From an optimization exercise on the open Yosys and OpenROAD flow, aimed at small area and a short achievable clock period; shortcuts taken in it are not production practice. No activity file was given, so power comes from the tool's default toggle rates.

Setup of job 8578:
Design bpu_top, start of the top module:
module bpu_top (
   input  logic        clk_i,
   input  logic        rst_i,
   input  logic [31:0] curr_pc_i,
   output logic        pred_taken_o,
   output logic [31:0] pred_target_o,
   output logic        btb_hit_o,
   input  logic        res_valid_i,
   input  logic [31:0] res_pc_i,
   input  logic [31:0] res_target_i,
   input  logic        res_taken_i,
   input  logic        res_mispredict_i,
   output logic [31:0] mispred_cnt_o
);
==> flow/config.mk <==
export PLATFORM = sky130hd
export DESIGN_NAME = bpu_top
export DESIGN_NICKNAME = bpu_top
export VERILOG_FILES = /design/flow/design.v
export SDC_FILE = /design/flow/constraint.sdc
export NUM_CORES = 4
export LEC_CHECK = 0
export CAP_MARGIN = 20
export CORE_MARGIN = 2
export CORE_UTILIZATION = 40
export SETUP_SLACK_MARGIN = 2.5
export SLEW_MARGIN = 20
export SYNTH_HIERARCHICAL = 1
==> flow/constraint.sdc <==
create_clock -name core_clock -period 7.0 [get_ports {clk_i}]
set_input_delay 1.4000 -clock core_clock [delete_from_list [all_inputs] [get_ports {clk_i}]]
set_output_delay 1.4000 -clock core_clock [all_outputs]
set_load 0.01 [all_outputs]
run.sh (not shown) runs the stock make flow with config.mk's settings and CLKGATE_MAP_FILE= SYNTH_SCRIPT=/design/flow/synth_recipe.tcl, a recipe that flattens the netlist after the stock synthesis.
Job 8578 finished every stage and its layout cleared the timing, DRC and antenna checks.
Inputs modified between job 8578 and job 1605:
==> flow/flow/run.sh (new file) <==
#!/bin/bash
# Standard layout (the standard.sh: ORFS from synthesis to the final layout), with
# clock tree synthesis told not to add dummy balancing loads to the clock tree.
set -euo pipefail
cd "$(dirname "$0")/.."
bash standard.sh \
   CTS_ARGS="-sink_clustering_enable -repair_clock_nets -dont_use_dummy_load" \
   finish > flow_make.log 2>&1
==> flow/standard.sh (new file) <==
#!/bin/bash
# synth_recipe.tcl (not shown) runs the flow's synth.tcl, then flattens the netlist and writes it again
# the make line also repeats each setting of config.mk as NAME=value (left out here)
make -C /OpenROAD-flow-scripts/flow DESIGN_CONFIG=/design/flow/config.mk WORK_HOME=/design/flow/orfs CLKGATE_MAP_FILE= SYNTH_SCRIPT=/design/flow/synth_recipe.tcl "${@:-finish}"
removed: flow/run.sh
Job 1605 against job 8578: least setup slack across all paths after layout shows an increase of 18 ps, maximum achievable frequency shows an increase of 0.56 MHz.
In terms of met2 layer usage reported by global route, job 8578 and job 1605 differ only marginally.
On total of cells resized after clock tree synthesis, the higher figure sits with job 1605, not job 8578.
Compared with job 8578, job 1605 shows a sequential fraction of design power that is 3.2 points higher.
Cmp job 1605 and job 8578 / final critical path time including I/O delays and setup / lower: job 1605
Job 1605 reports a lower overall fraction of global-route tracks in use than job 8578 does.
The following lists how job 4811 was set up differently from job 1605:
- CTS_CLUSTER_DIAMETER now 60, previously not set
- CTS_CLUSTER_SIZE now 40, previously not set
diff --git a/flow/flow/run.sh b/flow/flow/run.sh
--- a/flow/flow/run.sh
+++ b/flow/flow/run.sh
@@ -6,3 +6,3 @@
 bash standard.sh \
-   CTS_ARGS="-sink_clustering_enable -repair_clock_nets -dont_use_dummy_load" \
+   CTS_ARGS="-sink_clustering_enable -repair_clock_nets -dont_use_dummy_load -sink_clustering_size 40 -sink_clustering_max_diameter 60" \
    finish > flow_make.log 2>&1
==> comparison <==
Looking only at leakage power, and setting everything else aside, the lower value of job 1605 and job 4811 goes to job 4811.
Re worst setup slack for register-to-register paths: job 4811 is 50 ps up on job 1605.
From job 1605 to job 4811 the numbers moved as follows: post-route core utilization down 0.62 points; sequential group share of total power went up 3.6 points; die area was more or less identical; level count of the clock H-tree -1; switching power summed over all nets lost 4.7%.
Setup changes, job 4811 to job 9684
diff --git a/flow/flow/run.sh b/flow/flow/run.sh
--- a/flow/flow/run.sh
+++ b/flow/flow/run.sh
@@ -6,3 +6,3 @@
 bash standard.sh \
-   CTS_ARGS="-sink_clustering_enable -repair_clock_nets -dont_use_dummy_load -sink_clustering_size 40 -sink_clustering_max_diameter 60" \
+   CTS_ARGS="-sink_clustering_enable -repair_clock_nets -dont_use_dummy_load -sink_clustering_size 60 -sink_clustering_max_diameter 75" \
    finish > flow_make.log 2>&1
### Flow results
Overall power after layout (job 9684 over job 4811): decrease, about 2.7%. Job 9684: critical path depth 1 below job 4811. Against job 4811, hold slack in job 9684 came out better. Against job 4811, job 9684 comes in 30 ps higher on clock transition time at the flip-flop clock pins of the worst setup and hold paths. Job 9684 and job 4811 ended up with roughly the same final critical-path share of the clock period.
Function was not checked in any run of this note: the RTL went through the layout flow alone.

-- what the ideal ports hide --
Ports are ideal in the flow. The routed layouts listed here were re-timed in OpenROAD.
Step 1: set_driving_cell puts a clkbuf_16 on clk_i and a buf_2 on each other input, an assumption about the parent block.
Step 2 adds t to the input delays and takes it off the output delays; t is the mean of the earliest and latest rising clock arrival at the registers after step 1. Input paths then give back, and output paths get back, about the clock's delay inside the block.
Three values: ideal ports, drivers, drivers and shift; two values: the first two.
run | t, ns | setup WS [ns] | hold slack, ns | worst setup path after step 2
job 8578 | 0.853 | 1.352 / 1.130 / 1.130 | 0.459 / 0.459 / 0.459 | input to output
job 1605 | 0.815 | 1.370 / 1.283 / 1.283 | 0.458 / 0.458 / 0.458 | input to output
job 4811 | 0.785 | 1.366 / 1.104 / 1.104 | 0.456 / 0.456 / 0.456 | input to output
job 9684 | 0.782 | 1.369 / 1.125 / 1.125 | 0.460 / 0.460 / 0.460 | input to output
After both steps setup and hold are still met in every run listed. The setup slack of job 4811, which loses most, moves by -0.262 ns with the drivers and by -0.262 ns with both steps.
